Source: an optimization exercise on an open RTL-to-GDS flow (aim: small area). Production flows keep margins and buffers that such runs may drop. Only simulation tests tie the RTL to the original design; equivalence was not proved. Power and IR drop assume default switching activity. No driver is modelled on the clock port, so clocking that relies on it looks cheaper here than on a real chip.

## main
// ddr3_cmd_engine
module ddr3_cmd_engine #(
  parameter int BA_W    = 3,
  parameter int ROW_W   = 13,
  parameter int COL_W   = 10,
  parameter int MAX_LAT = 24,
  parameter int DEF_CL  = 5,
  parameter int DEF_CWL = 5,
  parameter int DEF_AL  = 0,
  parameter int T_RCD   = 5,
  parameter int T_RP    = 5,
  parameter int T_RAS   = 15
) (
  input  logic                         i_ck,
  input  logic                         i_reset_n,
  input  logic                         i_cke,
  input  logic                         i_cs_n,
  input  logic                         i_ras_n,
  input  logic                         i_cas_n,
  input  logic                         i_we_n,
  input  logic [BA_W-1:0]              i_ba,
  input  logic [15:0]                  i_a,
  output logic                         o_rd_beat,
  output logic [BA_W+ROW_W+COL_W-1:0]  o_rd_addr,
  output logic                         o_rd_last,
  output logic                         o_wr_beat,
  output logic [BA_W+ROW_W+COL_W-1:0]  o_wr_addr,
  ...
clock: 10.0 ns
lec_check: 0
cap_margin: 0
core_margin: 2
core_utilization: 40
cts_buf_list: sky130_fd_sc_hd__clkbuf_8
cts_cluster_diameter: 100
cts_cluster_size: 18
slew_margin: 0
cts_args: -sink_clustering_enable -repair_clock_nets -sink_clustering_size 18 -sink_clustering_max_diameter 100 -buf_list sky130_fd_sc_hd__clkbuf_8 -dont_use_dummy_load
buffer_ports_args: -buffer_cell sky130_fd_sc_hd__buf_1
standard.sh (not shown) runs the stock make flow with config.mk's settings and CLKGATE_MAP_FILE= SYNTH_SCRIPT=/design/flow/synth_recipe.tcl, a recipe that flattens the netlist after the stock synthesis.
==> flow/flow/run.sh <==
#!/bin/bash
# Own layout flow: the standard flow (standard synthesis, floorplan, power grid,
# placement, CTS, routing) with three changes:
#  - CTS: no dummy loads, clkbuf_8 sink clusters of up to 18 flip-flops within 100 um;
#  - port buffers are sky130_fd_sc_hd__buf_1 instead of the default buffer.
# Every tool's output goes to the ORFS logs under orfs/logs and to standard.log here.
set -e
cat >> config.mk <<'EOT'
export CTS_ARGS = -sink_clustering_enable -repair_clock_nets -sink_clustering_size 18 -sink_clustering_max_diameter 100 -buf_list sky130_fd_sc_hd__clkbuf_8 -dont_use_dummy_load
export BUFFER_PORTS_ARGS = -buffer_cell sky130_fd_sc_hd__buf_1
EOT
export CTS_ARGS="-sink_clustering_enable -repair_clock_nets -sink_clustering_size 18 -sink_clustering_max_diameter 100 -buf_list sky130_fd_sc_hd__clkbuf_8 -dont_use_dummy_load"
export BUFFER_PORTS_ARGS="-buffer_cell sky130_fd_sc_hd__buf_1"
cp config.mk config_used.log
bash standard.sh > standard.log 2>&1
> inputs changed (main -> the feature branch)
- swapping 18 for 30 in CTS_CLUSTER_SIZE
- swapping sky130_fd_sc_hd__clkbuf_8 for sky130_fd_sc_hd__clkbuf_16 in CTS_BUF_LIST
- swapping -sink_clustering_enable -repair_clock_nets -sink_clustering_size 18 -sink_clustering_max_diameter 100 -buf_list sky130_fd_sc_hd__clkbuf_8 -dont_use_dummy_load for -sink_clustering_enable -repair_clock_nets -sink_clustering_size 30 -sink_clustering_max_diameter 100 -buf_list sky130_fd_sc_hd__clkbuf_16 -dont_use_dummy_load in CTS_ARGS
--- a/flow/flow/run.sh
+++ b/flow/flow/run.sh
@@ -4 +4 @@
-#  - CTS: no dummy loads, clkbuf_8 sink clusters of up to 18 flip-flops within 100 um;
+#  - CTS: no dummy loads, clkbuf_16 sink clusters of up to 30 flip-flops within 100 um;
@@ -9 +9 @@
-export CTS_ARGS = -sink_clustering_enable -repair_clock_nets -sink_clustering_size 18 -sink_clustering_max_diameter 100 -buf_list sky130_fd_sc_hd__clkbuf_8 -dont_use_dummy_load
+export CTS_ARGS = -sink_clustering_enable -repair_clock_nets -sink_clustering_size 30 -sink_clustering_max_diameter 100 -buf_list sky130_fd_sc_hd__clkbuf_16 -dont_use_dummy_load
@@ -12 +12 @@
-export CTS_ARGS="-sink_clustering_enable -repair_clock_nets -sink_clustering_size 18 -sink_clustering_max_diameter 100 -buf_list sky130_fd_sc_hd__clkbuf_8 -dont_use_dummy_load"
+export CTS_ARGS="-sink_clustering_enable -repair_clock_nets -sink_clustering_size 30 -sink_clustering_max_diameter 100 -buf_list sky130_fd_sc_hd__clkbuf_16 -dont_use_dummy_load"
Notes after the runs:
- The feature branch | status: complete | timing, DRC, antenna: pass
- Compared with main, placement density in the core of the feature branch is higher.
- The feature branch -> main: aggregate negative setup slack delta 0, exact match
- Compared with main, in the feature branch final cell count without fillers went down, logic gate share of total power held, static leakage power shows an increase of 0.000041 uW, clock group share of total power up 1.8 points, worst hold margin barely changed.
- Cell area | the feature branch vs main | the feature branch larger

---

ddr3_cmd_engine, a different RTL version from the one above (not shown whole).
Size: roughly 2500 cells after synthesis, about 29000 um^2 of cells after synthesis.
==> flow/design.v (excerpt) <==
module ddr3_cmd_engine #(
  parameter int BA_W    = 3,
  parameter int ROW_W   = 13,
  parameter int COL_W   = 10,
  parameter int MAX_LAT = 24,
  parameter int DEF_CL  = 5,
  parameter int DEF_CWL = 5,
  parameter int DEF_AL  = 0,
  parameter int T_RCD   = 5,
  parameter int T_RP    = 5,
  parameter int T_RAS   = 15
) (
  input  logic                         i_ck,
  input  logic                         i_reset_n,
  input  logic                         i_cke,
  input  logic                         i_cs_n,
  input  logic                         i_ras_n,
  input  logic                         i_cas_n,
  input  logic                         i_we_n,
  input  logic [BA_W-1:0]              i_ba,
  input  logic [15:0]                  i_a,
  output logic                         o_rd_beat,
  output logic [BA_W+ROW_W+COL_W-1:0]  o_rd_addr,
  output logic                         o_rd_last,
  output logic                         o_wr_beat,
  output logic [BA_W+ROW_W+COL_W-1:0]  o_wr_addr,
  output logic                         o_wr_last,
  output logic [4:0]                   o_cl,
  output logic [4:0]                   o_cwl,
  output logic [4:0]                   o_al,
  output logic                         o_err_cmd,
  output logic                         o_err_ovl,
  output logic                         o_err_mrs,
  output logic                         o_err_timing
);
  localparam int NBANK = 2**BA_W;
  localparam int AW = BA_W + ROW_W + COL_W;
  localparam int DW = AW + 1;           
  localparam int SMIN = 4;              
  localparam int NQ = 22;               
  logic [NBANK-1:0] r_open;
  logic [ROW_W-1:0] r_row [NBANK];
  logic [2:0] r_clc, r_cwlc;            
  logic [1:0] r_alm, r_bl;
  logic r_err_cmd, r_err_ovl, r_err_mrs;
  logic [4:0] w_cl, w_cwl, w_al;
  logic [2:0] w_cmd;
  logic w_act, w_pre, w_ref, w_mrs, w_rw, w_open, w_len, w_mrs_bad;
  logic [1:0] w_go;
  logic [4:0] w_slot;
  logic [NBANK-1:0] w_sel, w_close;
  logic w_unused;
  assign w_unused = ^i_a[15:13];
  assign w_cl = 5'(r_clc) + 5'd4;
  ...
==> flow/config.mk <==
export PLATFORM = sky130hd
export DESIGN_NAME = ddr3_cmd_engine
export DESIGN_NICKNAME = ddr3_cmd_engine
export VERILOG_FILES = /design/flow/design.v
export SDC_FILE = /design/flow/constraint.sdc
export NUM_CORES = 4
export LEC_CHECK = 0
export CAP_MARGIN = 0
export CORE_MARGIN = 2
export CORE_UTILIZATION = 40
export CTS_BUF_LIST = sky130_fd_sc_hd__clkbuf_16
export CTS_CLUSTER_DIAMETER = 100
export CTS_CLUSTER_SIZE = 30
export SLEW_MARGIN = 0
export CTS_ARGS = -sink_clustering_enable -repair_clock_nets -sink_clustering_size 30 -sink_clustering_max_diameter 100 -buf_list sky130_fd_sc_hd__clkbuf_16 -dont_use_dummy_load
export BUFFER_PORTS_ARGS = -buffer_cell sky130_fd_sc_hd__buf_1
==> flow/constraint.sdc <==
create_clock -name core_clock -period 10.0 [get_ports {i_ck}]
set_input_delay 2.0000 -clock core_clock [delete_from_list [all_inputs] [get_ports {i_ck}]]
set_output_delay 2.0000 -clock core_clock [all_outputs]
set_load 0.01 [all_outputs]
==> flow/flow/run.sh <==
#!/bin/bash
# Own layout flow: the standard flow (standard synthesis, floorplan, power grid,
# placement, CTS, routing) with three changes:
#  - CTS: no dummy loads, clkbuf_16 sink clusters of up to 30 flip-flops within 100 um;
#  - port buffers are sky130_fd_sc_hd__buf_1 instead of the default buffer.
# Every tool's output goes to the ORFS logs under orfs/logs and to standard.log here.
set -e
cat >> config.mk <<'EOT'
export CTS_ARGS = -sink_clustering_enable -repair_clock_nets -sink_clustering_size 30 -sink_clustering_max_diameter 100 -buf_list sky130_fd_sc_hd__clkbuf_16 -dont_use_dummy_load
export BUFFER_PORTS_ARGS = -buffer_cell sky130_fd_sc_hd__buf_1
EOT
export CTS_ARGS="-sink_clustering_enable -repair_clock_nets -sink_clustering_size 30 -sink_clustering_max_diameter 100 -buf_list sky130_fd_sc_hd__clkbuf_16 -dont_use_dummy_load"
export BUFFER_PORTS_ARGS="-buffer_cell sky130_fd_sc_hd__buf_1"
cp config.mk config_used.log
bash standard.sh > standard.log 2>&1
The first run produced a clean layout.
==> next run, changes <==
==> flow/run.sh (new file) <==
#!/bin/bash
# synth_recipe.tcl (not shown) runs the flow's synth.tcl, then flattens the netlist and writes it again
# the make line also repeats each setting of config.mk as NAME=value (left out here)
make -C /OpenROAD-flow-scripts/flow DESIGN_CONFIG=/design/flow/config.mk WORK_HOME=/design/flow/orfs CLKGATE_MAP_FILE= SYNTH_SCRIPT=/design/flow/synth_recipe.tcl finish
- BUFFER_PORTS_ARGS: -buffer_cell sky130_fd_sc_hd__buf_1 -> default
- CTS_ARGS: -sink_clustering_enable -repair_clock_nets -sink_clustering_size 30 -sink_clustering_max_diameter 100 -buf_list sky130_fd_sc_hd__clkbuf_16 -dont_use_dummy_load -> default
removed: flow/flow/run.sh
removed: flow/standard.sh
Hold slack is better by 0.024 ns; utilization climbs by 1.0 points; non-clock buffer count drops by 3.

re-timing with driven ports:
No port has a modelled driver above. Below, the same layouts with a new extraction and two added sets of constraints. Step 1: set_driving_cell puts a clkbuf_16 on i_ck and a buf_2 on each other input, an assumption about the parent block. Step 2, shift: input delay + t, output delay - t, t = (earliest + latest rising clock arrival at the registers) / 2. This alone moves slack from input paths to output paths. Three values: no drivers, after step 1, after step 2; two values: the first two.
| run | shift t [ns] | setup WS [ns] | clock arrival spread, ns | cell pins on the clock port's net |
|---|---|---|---|---|
| main | 0.745 | 5.926 / 5.866 / 5.473 | 0.106 / 0.106 | 1 |
| the feature branch | 0.637 | 6.015 / 5.954 / 5.475 | 0.051 / 0.052 | 1 |
| the first run of note 2 | 0.629 | 5.713 / 5.738 / 5.109 | 0.090 / 0.091 | 1 |
| the second run of note 2 | 0.661 | 5.168 / 5.211 / 4.550 | 0.053 / 0.053 | 1 |
After both steps setup and hold are still met in every run listed. For the second run of note 2, which loses most, drivers alone change the setup slack by +0.043 ns; drivers and shift together by -0.618 ns.
